From an optimization exercise on the open Yosys and OpenROAD flow, aimed at small area, a short achievable clock period and few clock cycles per item; shortcuts taken in it are not production practice. In this exercise RTL edits were held to simulation tests only and were not proved equivalent to the original. Power figures rest on the tool's default switching activity, not on a simulated workload.

## flow/design.v (module list and top-level ports; edited modules follow where they fit)
// module tagged_regs: 37 lines
// module alu_unit: 25 lines
// module mul_unit: 1088 lines
// module mul_sum: 267 lines
// module tomasulo_core: 111 lines
module tomasulo_core (
	input  logic                      clk,
	input  logic                      rst,
	input  logic                      req,
	input  logic [3:0]                op,
	input  tomasulo_pkg::reg_addr_t   rd,
	input  tomasulo_pkg::reg_addr_t   rs1,
	input  tomasulo_pkg::reg_addr_t   rs2,
	input  tomasulo_pkg::word_t       imm,
	input  logic                      use_imm,
	output logic                      ack,
	input  tomasulo_pkg::reg_addr_t   obs_addr,
	output tomasulo_pkg::word_t       obs_data,
	output tomasulo_pkg::tag_t        obs_tag
);
  // ...
==> flow/flow/run.sh <==
#!/bin/bash
# Standard ORFS layout, with gate sizing free to change a cell's footprint.
set -euo pipefail
bash standard.sh MATCH_CELL_FOOTPRINT=0 finish > make_finish.log 2>&1
==> flow/standard.sh <==
#!/bin/bash
# synth_recipe.tcl (not shown) runs the flow's synth.tcl, then flattens the netlist and writes it again
# the make line also repeats each setting of config.mk as NAME=value (left out here)
make -C /OpenROAD-flow-scripts/flow DESIGN_CONFIG=/design/flow/config.mk WORK_HOME=/design/flow/orfs CLKGATE_MAP_FILE= SYNTH_SCRIPT=/design/flow/synth_recipe.tcl "${@:-finish}"
==> flow/config.mk <==
export PLATFORM = sky130hd
export DESIGN_NAME = tomasulo_core
export DESIGN_NICKNAME = tomasulo_core
export VERILOG_FILES = /design/flow/design.v
export SDC_FILE = /design/flow/constraint.sdc
export NUM_CORES = 4
export LEC_CHECK = 0
export CAP_MARGIN = 20
export CORE_MARGIN = 2
export CORE_UTILIZATION = 45
export GPL_ROUTABILITY_DRIVEN = 1
export GPL_TIMING_DRIVEN = 1
export PLACE_DENSITY = 0.6
export SETUP_SLACK_MARGIN = 4.2
export SLEW_MARGIN = 20
==> flow/constraint.sdc <==
create_clock -name core_clock -period 10.0 [get_ports {clk}]
set_input_delay 2.0000 -clock core_clock [delete_from_list [all_inputs] [get_ports {clk}]]
set_output_delay 2.0000 -clock core_clock [all_outputs]
set_load 0.01 [all_outputs]
==> qor.yml, run 1 <==
pwr:
  power_leader: "combinational cells"
  total_power_mw: 26.13
setup_path:
  arrival_ns: 3.85
  cp-start-kind: "input port"
  crit_cells: 7
  required_ns: 8.00
  crit_family: "buffers and inverters"
hold_path:
  whs_path_depth: 2
  hp-class: "reg2reg"
layout:
  multi_input_cells: 4016
  final_common_cell: "edfxtp_1"
  seq_cell_count: 1204
  final-nonclk-buf-share: 0.07142
sta:
  rsz0062_at_grt: "true"
  setup_violations: 0
  report.final.hold_viol_count: 0
  slew_viol_final: 0
floorplan:
  top_level_ports: 101
place:
  dp.cells: 7794
global_route:
  grtUsageMet3: 0.1299
clock_network:
  post_cts_resized: 277
  cts_made_buffers: 132
synthesis:
  yosysWarnings: 5
detailed_routing:
  routed_wl_um: 317100
run_status:
  status: "no timing/DRC/antenna violations"
Testbench counts, summed over its fixed seeds: cycles 6,656, instrs 3,200.
==> inputs of run 2 (changes only) <==
--- a/flow/config.mk
+++ b/flow/config.mk
@@ -9,4 +9,7 @@
 export CORE_MARGIN = 2
 export CORE_UTILIZATION = 45
+export CTS_BUF_LIST = sky130_fd_sc_hd__clkbuf_16
+export CTS_CLUSTER_DIAMETER = 100
+export CTS_CLUSTER_SIZE = 20
 export GPL_ROUTABILITY_DRIVEN = 1
 export GPL_TIMING_DRIVEN = 1
==> qor.yml, run 2 <==
synthesis:
  yosysMostFrequentCell: "edfxtp_1"  # unchanged
  synth-edff-count: 1075  # unchanged
  synth-seq-cells: 1204  # unchanged
  syn_avg_cell_area_um2: 11.78  # unchanged
  yosysWarnings: 5  # unchanged
  yosys.area.top_type: "edfxtp_1"  # unchanged
  synthArstFlopShare: 0  # unchanged
  synthTopCellsByCount: "edfxtp_1, a22oi_1, nor2_1, clkbuf_1, a21oi_1"  # unchanged
  synthTopCellsByArea: "edfxtp_1, mux4_2, a22oi_1"  # unchanged
  ys_seq_area_frac: 0.4932  # unchanged
  syn_inst: 5999  # unchanged
  synth_ff_type: "edfxtp_1"  # unchanged
  syn_area_um2: 70690  # unchanged
  yosys.area.top_type_share: 0.4567  # unchanged
  ys_types: 89  # unchanged
global_route:
  met2_usage: 0.5630  # was 0.5593
  grtUsageMet1: 0.4633  # was 0.4592
  grt_pass1_vias: 55543  # was 56,246
  grt_overflow: 0  # unchanged
  antenna_found_initial: 12  # was 10
  top_usage_layer: "met2"  # unchanged
  grtUsageMet3: 0.1185  # was 0.1299
  grt_pass1_wl_um: 429100  # was 431,000 um
  grt_max_degree: 74  # unchanged
  grt_usage: 0.3769  # was 0.3781
pwr:
  combPwrFrac: 0.574  # was 0.526
  p_per_area_nw_per_um2: 298.7  # was 315.7 nW/um^2
  switchingPower_mw: 11.65  # was 11.98 mW
  swShare: 0.4836  # was 0.4586
  power_frac_clock: 0.131  # was 0.202
  peakVddDrop_mv: 0.5907  # was 0.6011 mV
  intPower_mw: 12.43  # was 14.15 mW
  p_leak_nw: 29.14  # was 30.18 nW
  pwr-share-seq: 0.295  # was 0.272
sta:
  setup_violations: 0  # unchanged
  layout_min_cycle_time_ns: 5.859  # was 5.853 ns
  rsz0062_at_grt: "true"  # unchanged
  fin_tns_setup_ns: 0  # unchanged
  timing.fmax_ghz: 0.1707  # was 0.1709 GHz
  tightest_slew_ns: 1.159  # was 1.171 ns
  slew_headroom: 0.2054  # was 0.1971
  finClkSkew_ns: 0.09408  # was 0.05542 ns
  slew_viol_final: 0  # unchanged
  report.final.hold_viol_count: 0  # unchanged
  period_share: 0.5859  # was 0.5853
layout:
  final_cell_mix: "edfxtp_1, a22oi_1, nor2_1, a21oi_1, buf_4"  # unchanged
  final_common_cell: "edfxtp_1"  # unchanged
  num-nets-final: 6469  # was 6,502
  fin_cells: 8152  # was 8,258
  final_util: 0.5167  # was 0.5304
  regMostFlops: "u_regs.regs"  # unchanged
  drive_gt1_frac: 0.1846  # was 0.1937
  largest_register_ffs: 992  # unchanged
  fill_cells: 13301  # was 13,075
  top_regs: "u_regs.regs x992, ms x119, lb x32"  # unchanged
  syn_to_final_growth_pct: 14.04  # was 17.08%
place:
  hpwl_um: 179000  # unchanged
  port_buffers: 93  # unchanged
  dp.cells: 7794  # unchanged
  gp_congestion: 1.001  # unchanged
setup_path:
  reg2reg_depth: 20  # was 21
  path_class: "in2out"  # unchanged
  arrival_ns: 3.86  # was 3.85 ns
  cp-end-kind: "output port"  # unchanged
  r2r_end: "ms[95]$_DFF_P_"  # unchanged
  cp_max_fo: 12  # unchanged
  r2r_slack_ns: 4.24  # was 4.30 ns
  cp-start-kind: "input port"  # unchanged
  reg2reg_from: "lsel[16]$_DFFE_PP_"  # was lsel[21]$_DFFE_PP_
  required_ns: 8.00  # about the same
floorplan:
  initial_utilization: 0.4530  # unchanged
  dieArea_um2: 160300  # unchanged
  die_h_um: 400.3  # unchanged
  top_level_ports: 101  # unchanged
  die_w_um: 400.3  # unchanged
  rows: 145  # unchanged
  core_area_um2: 156000  # unchanged
clock_network:
  ctsHtreeMaxLevel: 3  # was 4
  cts_tree: "yes"  # unchanged
  cts_root_buf: "clkbuf_16"  # unchanged
  cts_buffer_depth: 3  # unchanged
  hold_buffers: 0  # unchanged
  clk_latency_ns: 0.78  # was 0.81 ns
  clkSinkCount: 1204  # unchanged
  clk_pin_slew_ns: 0.06  # about the same
  cts_made_buffers: 74  # was 132
detailed_routing:
  avgViaCountPerCell: 7.433  # was 7.331
  wl_per_cell_um: 38.94  # was 38.39 um
  final_antenna_net_count: 0  # unchanged
  first_pass_iters: 9  # unchanged
  routed_wl_um: 317400  # was 317,100 um
  vias: 60594  # was 60,537
  drt-initial-drc-count: 12124  # was 11,983
  post-route-drc-count: 0  # unchanged
hold_path:
  whs_path_depth: 2  # unchanged
  hold_start: "lph$_SDFF_PP0_"  # unchanged
  min_to: "mv$_SDFF_PP0_"  # unchanged
  hp-class: "reg2reg"  # unchanged
run_status:
  status: "no timing/DRC/antenna violations"  # unchanged
job:
  drv_cap: 0  # unchanged
## run 2: cell counts after synthesis
No cell type changed its count.
## run 2: logic make-up after synthesis
kind of cell	synth area share
compound gates	0.1897
flops	0.4932
buf+inv	0.04905
simple gates	0.07548
fa+ha+maj	0.08588
mux	0.08491
xor+xnor	0.02175
other cells	0.00005305
## run 2: how the worst max path moves through the flow
stage,from,to,slack (ns)
after CTS,obs_addr[0],obs_data[22],4.06
after global routing,lsel[19]$_DFFE_PP_,ms[31]$_DFF_P_,4.07
after floorplan,obs_addr[0],obs_data[11],4.09
after global placement,obs_addr[0],obs_data[9],2.69
after detailed placement,obs_addr[0],obs_data[9],2.65
final,obs_addr[0],obs_data[31],4.14
## run 2: timing repair
| action | in CTS | in global routing |
|---|---|---|
| resized for setup | 291 | 201 |
| buffers inserted | 101 | 94 |
| endpoints found under the setup margin | 490 | 336 |
| gates cloned | 35 | 15 |
| pin swaps | 44 | 79 |
| endpoints found under the hold margin | 0 | 0 |
## run 2: critical path: stages
cell             delay (ns)
clkbuf_16              0.19
nor2b_4                0.30
buf_4                  0.33
a22oi_1                0.15
nor2_1                 0.11
a21oi_1                0.05
nand4_1                0.15
clkdlybuf4s50_1        0.56
## run 2: metal layers
layer  routed length (um)  part of all wire  up-vias
met5                   70           0.00022        -
met4                29810             0.094        8
met3                47480              0.15     1544
met2               134800              0.42     5907
met1               105300              0.33    29613
li1                     -                 -    23522
## run 2: final cells by class
type                            instances  area, um^2  share of cell area
Sequential cell                      1204       34860              0.4325
Multi-Input combinational cell       4016       34030              0.4221
Timing Repair Buffer                  562        6211             0.07705
Tap cell                             2058        2575             0.03194
Clock buffer                           75        1877             0.02328
Inverter                              203       769.5            0.009546
Clock inverter                         28       271.5            0.003368
Antenna cell                            6       15.01           0.0001863
## run 2: stage by stage
step | setup slack [ns] | cell area (um^2) | total power [mW] | hold WS, ns
CTS | 4.062 | 78700 | 23.20 | 0.4789
detailed placement | 2.647 | 74040 | 19.81 | 0.4663
global placement | 2.687 | 73980 | 19.74 | 0.4602
floorplan | 4.094 | 70720 | 14.61 | 0.3746
global route | 4.069 | 80600 | 24.88 | 0.5062
finish | 4.141 | 80610 | 24.08 | 0.4787
## run 2: power groups by stage
stage / clock network, mW / logic, mW / registers, mW
after global placement: 0 / 12.6 / 7.18
after CTS: 3.17 / 13.0 / 7.06
after detailed placement: 0 / 12.6 / 7.18
final: 3.17 / 13.8 / 7.10
after floorplan: 0 / 7.61 / 6.99
after global routing: 3.34 / 14.4 / 7.15
==> inputs of run 3 (changes only) <==
--- a/flow/config.mk
+++ b/flow/config.mk
@@ -6,13 +6,13 @@
 export NUM_CORES = 4
 export LEC_CHECK = 0
-export CAP_MARGIN = 20
+export CAP_MARGIN = 10
 export CORE_MARGIN = 2
 export CORE_UTILIZATION = 45
 export CTS_BUF_LIST = sky130_fd_sc_hd__clkbuf_16
 export CTS_CLUSTER_DIAMETER = 100
-export CTS_CLUSTER_SIZE = 20
+export CTS_CLUSTER_SIZE = 24
 export GPL_ROUTABILITY_DRIVEN = 1
 export GPL_TIMING_DRIVEN = 1
 export PLACE_DENSITY = 0.6
 export SETUP_SLACK_MARGIN = 4.2
-export SLEW_MARGIN = 20
+export SLEW_MARGIN = 10
==> qor.yml, run 3 <==
run_status:
  status: "no timing/DRC/antenna violations"  # unchanged
floorplan:
  rows: 145  # unchanged
  die_w_um: 400.3  # unchanged
  dieArea_um2: 160300  # unchanged
  core_area_um2: 156000  # unchanged
  top_level_ports: 101  # unchanged
  initial_utilization: 0.4530  # unchanged
  die_h_um: 400.3  # unchanged
setup_path:
  path_class: "in2out"  # unchanged
  r2r_slack_ns: 4.23  # was 4.24 ns
  cp_max_fo: 15  # was 12
  reg2reg_depth: 23  # was 20
  cpPeakStageDelay_ns: 0.33  # was 0.56 ns
  cp-start-kind: "input port"  # unchanged
  required_ns: 8.00  # about the same
  crit_buf_inv: 4  # was 3
  cp-end-kind: "output port"  # unchanged
  r2r_end: "ms[31]$_DFF_P_"  # was ms[95]$_DFF_P_
  arrival_ns: 3.83  # was 3.86 ns
  crit_chain: "clkbuf_16, nor2b_4, buf_4, buf_8, a22oi_1, nor2_1, a21oi_1, nand4_1, dlymetal6s2s_1"  # was clkbuf_16, nor2b_4, buf_4, a22oi_1, nor2_1, a21oi_1, nand4_1, clkdlybuf4s50_1
  reg2reg_from: "lsel[19]$_DFFE_PP_"  # was lsel[16]$_DFFE_PP_
  cpMaxStageDelayCell: "nand4_1"  # was clkdlybuf4s50_1
  crit_family: "buffers and inverters"  # unchanged
detailed_routing:
  avgViaCountPerCell: 7.391  # was 7.433
  wl_met1_um: 104100  # was 105,300 um
  vias: 60130  # was 60,594
  routed_wl_um: 316200  # was 317,400 um
  wl_met3_um: 47480  # about the same
  wl_per_cell_um: 38.87  # was 38.94 um
  final_antenna_net_count: 0  # unchanged
  top_layer_used: "met5"  # unchanged
  drt-initial-drc-count: 11648  # was 12,124
  post-route-drc-count: 0  # unchanged
  wl_met2_um: 134500  # was 134,800 um
  first_pass_iters: 10  # was 9
pwr:
  p_leak_nw: 29.09  # was 29.14 nW
  peakVddDrop_mv: 0.5143  # was 0.5907 mV
  p_per_area_nw_per_um2: 295.5  # was 298.7 nW/um^2
hold_path:
  hp-class: "reg2reg"  # unchanged
  hold_start: "lph$_SDFF_PP0_"  # unchanged
  whs_path_depth: 2  # unchanged
  min_to: "mv$_SDFF_PP0_"  # unchanged
place:
  hpwl_um: 178500  # was 179,000 um
  port_buffers: 93  # unchanged
  post-place-ws_ns: 2.654  # was 2.647 ns
  gp_congestion: 1.001  # unchanged
synthesis:
  yosys.area.top_type: "edfxtp_1"  # unchanged
  synthTopCellsByCount: "edfxtp_1, a22oi_1, nor2_1, clkbuf_1, a21oi_1"  # unchanged
  syn_area_um2: 70690  # unchanged
  yosysWarnings: 5  # unchanged
  synth-edff-count: 1075  # unchanged
  yosysMostFrequentCell: "edfxtp_1"  # unchanged
  yosys.area.top_type_share: 0.4567  # unchanged
  synth_ff_type: "edfxtp_1"  # unchanged
  syn_inst: 5999  # unchanged
  ys_seq_area_frac: 0.4932  # unchanged
  synthArstFlopShare: 0  # unchanged
  synthTopCellsByArea: "edfxtp_1, mux4_2, a22oi_1"  # unchanged
  synth-seq-cells: 1204  # unchanged
  ys_types: 89  # unchanged
  syn_avg_cell_area_um2: 11.78  # unchanged
clock_network:
  ctsHtreeMaxLevel: 3  # unchanged
  cts_buffer_depth: 3  # unchanged
  clkSinkCount: 1204  # unchanged
  cts_made_buffers: 66  # was 74
  clk_latency_ns: 0.75  # was 0.78 ns
  cts_tree: "yes"  # unchanged
  cts_root_buf: "clkbuf_16"  # unchanged
  clk_pin_slew_ns: 0.07  # was 0.06 ns
  hold_buffers: 0  # unchanged
global_route:
  grt_max_degree: 74  # unchanged
  grt_usage: 0.3742  # was 0.3769
  grt_pass1_vias: 55547  # was 55,543
  grt_overflow: 0  # unchanged
  antenna_found_initial: 17  # was 12
  grt_pass1_wl_um: 426700  # was 429,100 um
layout:
  num-nets-final: 6450  # was 6,469
  final_common_cell: "edfxtp_1"  # unchanged
  largest_register_ffs: 992  # unchanged
  syn_to_final_growth_pct: 13.60  # was 14.04%
  final_cell_mix: "edfxtp_1, a22oi_1, nor2_1, a21oi_1, buf_4"  # unchanged
  drive_gt1_frac: 0.1789  # was 0.1846
  top_regs: "u_regs.regs x992, ms x119, lb x32"  # unchanged
  regMostFlops: "u_regs.regs"  # unchanged
sta:
  timing.fmax_ghz: 0.1716  # was 0.1707 GHz
  setup_violations: 0  # unchanged
  report.final.hold_viol_count: 0  # unchanged
  fin_ws_ns: 4.173  # was 4.141 ns
  hold_ws_ns: 0.4782  # was 0.4787 ns
  slew_viol_final: 0  # unchanged
  tightest_slew_ns: 1.428  # was 1.159 ns
  period_share: 0.5827  # was 0.5859
  layout_min_cycle_time_ns: 5.827  # was 5.859 ns
  slew_headroom: 0.04790  # was 0.2054
  fin_tns_setup_ns: 0  # unchanged
  rsz0062_at_grt: "false"  # was true
  finClkSkew_ns: 0.06196  # was 0.09408 ns
job:
  drv_cap: 0  # unchanged
==> run 3: worst max path at each step <==
stage                       start              to  slack (ns)  depth (start not counted)
6_report              obs_addr[0]    obs_data[22]        4.17                          9
5_1_grt        lsel[15]$_DFFE_PP_  ms[95]$_DFF_P_        4.09                         24
4_1_cts               obs_addr[0]    obs_data[28]        4.09                          7
3_5_place_dp          obs_addr[2]    obs_data[27]        2.65                          7
3_3_place_gp          obs_addr[0]     obs_data[9]        2.69                          6
2_1_floorplan         obs_addr[0]    obs_data[11]        4.09                          6
==> run 3: worst min-delay path, stage by stage, from the launching register on <==
cell and delay, ns:
dfxtp_1 0.34, nand2_1 0.07, nor3_1 0.04
==> run 3: stage by stage <==
step / power [mW] / std cells / instance area [um^2] / util
final: 23.73 / 8136 / 80300 / 0.5147
after CTS: 23.06 / 8032 / 78590 / 0.5037
after global placement: 19.74 / 7791 / 73980 / 0.4742
after global routing: 24.60 / 8131 / 80290 / 0.5146
after detailed placement: 19.81 / 7791 / 73980 / 0.4742
after floorplan: 14.61 / 6005 / 70720 / -
==> run 3: final cells by class <==
class	count	area, um^2
Antenna cell	6	15.01
Clock buffer	67	1677
Clock inverter	31	339.1
Fill cell	13446	75720
Inverter	203	769.5
Multi-Input combinational cell	4017	33980
Sequential cell	1204	34860
Tap cell	2058	2575
Timing Repair Buffer	550	6085
==> run 3: logic make-up after synthesis <==
group                    Yosys count  share of synthesized area
AO/OA/AOI/OAI                   1980                     0.1897
other                              1                 0.00005305
XOR/XNOR                         174                    0.02175
AND/OR/NAND/NOR                 1164                    0.07548
adder cells (fa/ha/maj)          371                    0.08588
buffers and inverters            796                    0.04905
multiplexers                     309                    0.08491
flip-flops                      1204                     0.4932
==> run 3: where the power goes <==
| group | total (mW) | switching (mW) | internal [mW] | leakage [nW] |
|---|---|---|---|---|
| combinational | 13.6 | 9.15 | 4.43 | 16.1 |
| clock | 3.05 | 1.78 | 1.27 | 1.02 |
| sequential | 7.10 | 0.518 | 6.58 | 12.0 |
==> run 3: what timing repair did <==
item                                    CTS  global route
hold endpoints to repair                  0             0
pin swaps                                39            65
gates resized for setup                 293           172
endpoints found under the setup margin  491           302
cloned                                   35            18
setup buffers                           108            76
==> run 3: per-layer routing <==
metal / track usage / vias up
met5: 0 / -
met4: 0.2689 / 14
met3: 0.1304 / 1509
met2: 0.5584 / 5854
met1: 0.4518 / 29293
li1: - / 23460
==> inputs of run 4 (changes only) <==
==> flow/config.mk (replaced) <==
export PLATFORM = sky130hd
export DESIGN_NAME = tomasulo_core
export DESIGN_NICKNAME = tomasulo_core
export VERILOG_FILES = /design/flow/design.v
export SDC_FILE = /design/flow/constraint.sdc
export NUM_CORES = 4
export LEC_CHECK = 0
export CAP_MARGIN = 20
export CORE_MARGIN = 2
export CORE_UTILIZATION = 50
export CTS_BUF_LIST = sky130_fd_sc_hd__clkbuf_16
export CTS_CLUSTER_DIAMETER = 100
export CTS_CLUSTER_SIZE = 20
export GPL_ROUTABILITY_DRIVEN = 1
export GPL_TIMING_DRIVEN = 1
export PLACE_DENSITY = 0.65
export SETUP_SLACK_MARGIN = 4.2
export SLEW_MARGIN = 20
==> qor.yml, run 4 <==
sta:
  fin_tns_setup_ns: 0  # unchanged
  tightest_slew_ns: 1.172  # was 1.428 ns
  finClkSkew_ns: 0.05461  # was 0.06196 ns
  period_share: 0.5913  # was 0.5827
  rsz0062_at_grt: "true"  # was false
  report.final.hold_viol_count: 0  # unchanged
  setup_violations: 0  # unchanged
  layout_min_cycle_time_ns: 5.913  # was 5.827 ns
  slew_viol_final: 0  # unchanged
  timing.fmax_ghz: 0.1691  # was 0.1716 GHz
  slew_headroom: 0.2180  # was 0.04790
synthesis:
  synthArstFlopShare: 0  # unchanged
  synthTopCellsByCount: "edfxtp_1, a22oi_1, nor2_1, clkbuf_1, a21oi_1"  # unchanged
  synth-seq-cells: 1204  # unchanged
  yosysMostFrequentCell: "edfxtp_1"  # unchanged
  yosys.area.top_type_share: 0.4567  # unchanged
  ys_seq_area_frac: 0.4932  # unchanged
  yosys.area.top_type: "edfxtp_1"  # unchanged
  syn_area_um2: 70690  # unchanged
  synth_ff_type: "edfxtp_1"  # unchanged
  syn_avg_cell_area_um2: 11.78  # unchanged
  synthTopCellsByArea: "edfxtp_1, mux4_2, a22oi_1"  # unchanged
  syn_inst: 5999  # unchanged
  synth-edff-count: 1075  # unchanged
  yosysWarnings: 5  # unchanged
  ys_types: 89  # unchanged
floorplan:
  rows: 137  # was 145
  die_w_um: 380.0  # was 400.3 um
  initial_utilization: 0.5054  # was 0.4530
  die_h_um: 380.0  # was 400.3 um
  top_level_ports: 101  # unchanged
  core_area_um2: 139900  # was 156,000 um^2
  dieArea_um2: 144400  # was 160,300 um^2
setup_path:
  crit_chain: "buf_16, buf_12, clkbuf_16, mux4_2, a22oi_2, nand4_1, buf_2"  # was clkbuf_16, nor2b_4, buf_4, buf_8, a22oi_1, nor2_1, a21oi_1, nand4_1, dlymetal6s2s_1
  cp-start-kind: "input port"  # unchanged
  path_class: "in2out"  # unchanged
  required_ns: 8.00  # about the same
  cp_max_fo: 8  # was 15
  cp-end-kind: "output port"  # unchanged
  reg2reg_depth: 16  # was 23
  arrival_ns: 3.91  # was 3.83 ns
  crit_buf_inv: 4  # unchanged
  crit_family: "buffers and inverters"  # unchanged
  cpPeakStageDelay_ns: 0.53  # was 0.33 ns
  cpMaxStageDelayCell: "mux4_2"  # was nand4_1
  crit_cells: 7  # was 9
clock_network:
  cts_buffer_depth: 3  # unchanged
  cts_root_buf: "clkbuf_16"  # unchanged
  cts_tree: "yes"  # unchanged
  ctsHtreeMaxLevel: 3  # unchanged
  clk_pin_slew_ns: 0.08  # was 0.07 ns
  clkSinkCount: 1204  # unchanged
  cts_made_buffers: 73  # was 66
  clk_latency_ns: 0.75  # about the same
layout:
  final_common_cell: "edfxtp_1"  # unchanged
  regMostFlops: "u_regs.regs"  # unchanged
  final_util: 0.5661  # was 0.5147
  largest_register_ffs: 992  # unchanged
  syn_to_final_growth_pct: 12.01  # was 13.60%
  num-nets-final: 6384  # was 6,450
  drive_gt1_frac: 0.1665  # was 0.1789
  top_regs: "u_regs.regs x992, ms x119, lb x32"  # unchanged
  final_cell_mix: "edfxtp_1, a22oi_1, nor2_1, a21oi_1, nand2_1"  # was edfxtp_1, a22oi_1, nor2_1, a21oi_1, buf_4
run_status:
  status: "no timing/DRC/antenna violations"  # unchanged
detailed_routing:
  first_pass_iters: 11  # was 10
  wl_per_cell_um: 38.67  # was 38.87 um
  routed_wl_um: 304900  # was 316,200 um
  drt-initial-drc-count: 12303  # was 11,648
  final_antenna_net_count: 0  # unchanged
  avgViaCountPerCell: 7.646  # was 7.391
  post-route-drc-count: 0  # unchanged
  vias: 60294  # was 60,130
place:
  hpwl_um: 175300  # was 178,500 um
  gp_congestion: 1.030  # was 1.001
  port_buffers: 93  # unchanged
pwr:
  p_per_area_nw_per_um2: 302.2  # was 295.5 nW/um^2
  p_leak_nw: 28.55  # was 29.09 nW
  peakVddDrop_mv: 0.5456  # was 0.5143 mV
hold_path:
  hp-class: "reg2reg"  # unchanged
  whs_path_depth: 2  # unchanged
global_route:
  grt_usage: 0.4054  # was 0.3742
  grt_pass1_wl_um: 418500  # was 426,700 um
  antenna_found_initial: 7  # was 17
  grt_pass1_vias: 55566  # was 55,547
  grt_overflow: 0  # unchanged
  grt_max_degree: 72  # was 74
job:
  drv_cap: 0  # unchanged
## run 4: per-stage QoR
| step | hold WS (ns) | total power, mW | worst slack, ns | area (um^2) | std cells |
|---|---|---|---|---|---|
| after global placement | 0.4551 | 19.54 | 2.872 | 73730 | 7608 |
| after detailed placement | 0.4544 | 19.64 | 2.884 | 73740 | 7609 |
| after floorplan | 0.3746 | 14.61 | 4.094 | 70720 | 6005 |
| after CTS | 0.4715 | 22.98 | 4.009 | 78050 | 7814 |
| after global routing | 0.5105 | 24.69 | 4.075 | 79160 | 7877 |
| final | 0.4727 | 23.93 | 4.087 | 79180 | 7886 |
## run 4: worst register-to-register path, cell delays in order, from the launching register on
cell and delay [ns]:
dfxtp_1 0.32, fa_1 0.54, inv_1 0.05, fa_1 0.48
inv_1 0.05, ha_1 0.34, a31oi_1 0.18, o211ai_2 0.31
nand4_1 0.26, a211oi_1 0.57, or2_2 0.26, nand2_1 0.07
o31ai_1 0.26, xnor2_1 0.39, o21ai_0 0.43, mux2i_4 0.56
o32ai_4 0.37
## run 4: path summary, 6_finish.rpt
| check | startpoint | to | slack (ns) |
|---|---|---|---|
| setup / recovery | obs_addr[0] | obs_data[22] | 4.09 |
| hold / removal | lph$_SDFF_PP0_ | mv$_SDFF_PP0_ | 0.47 |
| setup reg to reg | ms[4]$_DFF_P_ | u_regs.regs[18][25]$_DFFE_PP_ | 4.20 |
| hold reg to reg | lph$_SDFF_PP0_ | mv$_SDFF_PP0_ | 0.47 |
## run 4: layout make-up
| cell class | instances | area [um^2] |
|---|---|---|
| clock buffers | 74 | 1852 |
| diodes | 9 | 22.52 |
| repair buffers | 478 | 5170 |
| flip-flops and latches | 1204 | 34860 |
| well taps | 1876 | 2347 |
| multi-input cells | 4016 | 33870 |
| inverters | 203 | 765.7 |
| fillers | 11434 | 60700 |
| clock inverters | 26 | 290.3 |
## run 4: where the power goes
part	switching (mW)	internal [mW]	total [mW]	leakage, nW
Combinational	9.25	4.42	13.7	15.5
Clock	1.76	1.39	3.16	1.08
Sequential	0.526	6.58	7.11	12.0
Total	11.5	12.4	23.9	28.5
## run 4: layer usage
layer | GRT usage | routed length (um) | share of wire
met5 | 0 | 41 | 0.00013
met4 | 0.2579 | 27030 | 0.089
met3 | 0.1487 | 48940 | 0.16
met2 | 0.5999 | 129200 | 0.42
met1 | 0.5030 | 99730 | 0.33
## run 4: timing repair
| action | in CTS | in global routing |
|---|---|---|
| pin swaps | 35 | 45 |
| cloned | 32 | 11 |
| setup buffers | 73 | 50 |
| resized for setup | 247 | 121 |
| setup endpoints to repair | 371 | 339 |
| hold buffers | 0 | 0 |
| endpoints found under the hold margin | 0 | 0 |
## run 4: cells by family (layout without fill, tap and decap cells)
kind of cell | Yosys count | count (layout) | share of synthesized area
adders and majority gates | 371 | 371 | 0.08588
xor gates and xnor gates | 174 | 174 | 0.02175
AOI/OAI and AO/OA | 1980 | 1983 | 0.1897
muxes | 309 | 316 | 0.08491
DFF | 1204 | 1204 | 0.4932
and+or+nand+nor | 1164 | 1165 | 0.07548
other | 1 | 16 | 0.00005305
buffers and inverters | 796 | 781 | 0.04905

what the ideal ports hide:
Ports are ideal in the flow. The routed layouts listed here were re-timed in OpenROAD. Step 1 (the two cells are an assumption about what drives the block):
set clk [get_ports {clk}]
set_driving_cell -lib_cell sky130_fd_sc_hd__clkbuf_16 $clk
set_driving_cell -lib_cell sky130_fd_sc_hd__buf_2 [delete_from_list [all_inputs] $clk]
Step 2 adds t to the input delays and takes it off the output delays; t is the mean of the earliest and latest rising clock arrival at the registers after step 1. Input paths then give back, and output paths get back, about the clock's delay inside the block. Slacks: no drivers / after step 1 / after step 2; pairs: no drivers / after step 1.
| run | t, ns | slack for setup (ns) | slew at the worst register clock pin (ns) | worst data-port slew with drivers (ns) | cell pins on the clock port's net |
|---|---|---|---|---|---|
| run 1 | 0.866 | 4.147 / 3.704 / 3.704 | 0.07 / 0.07 | 0.50 | 1 |
| run 2 | 0.809 | 4.141 / 3.694 / 3.694 | 0.09 / 0.09 | 0.47 | 1 |
| run 3 | 0.802 | 4.173 / 3.734 / 3.734 | 0.11 / 0.11 | 0.54 | 1 |
| run 4 | 0.805 | 4.087 / 3.765 / 3.765 | 0.10 / 0.10 | 0.34 | 1 |
After both steps every run listed still meets setup and hold. For run 2, which loses most, drivers alone change the setup slack by -0.447 ns; drivers and shift together by -0.447 ns.
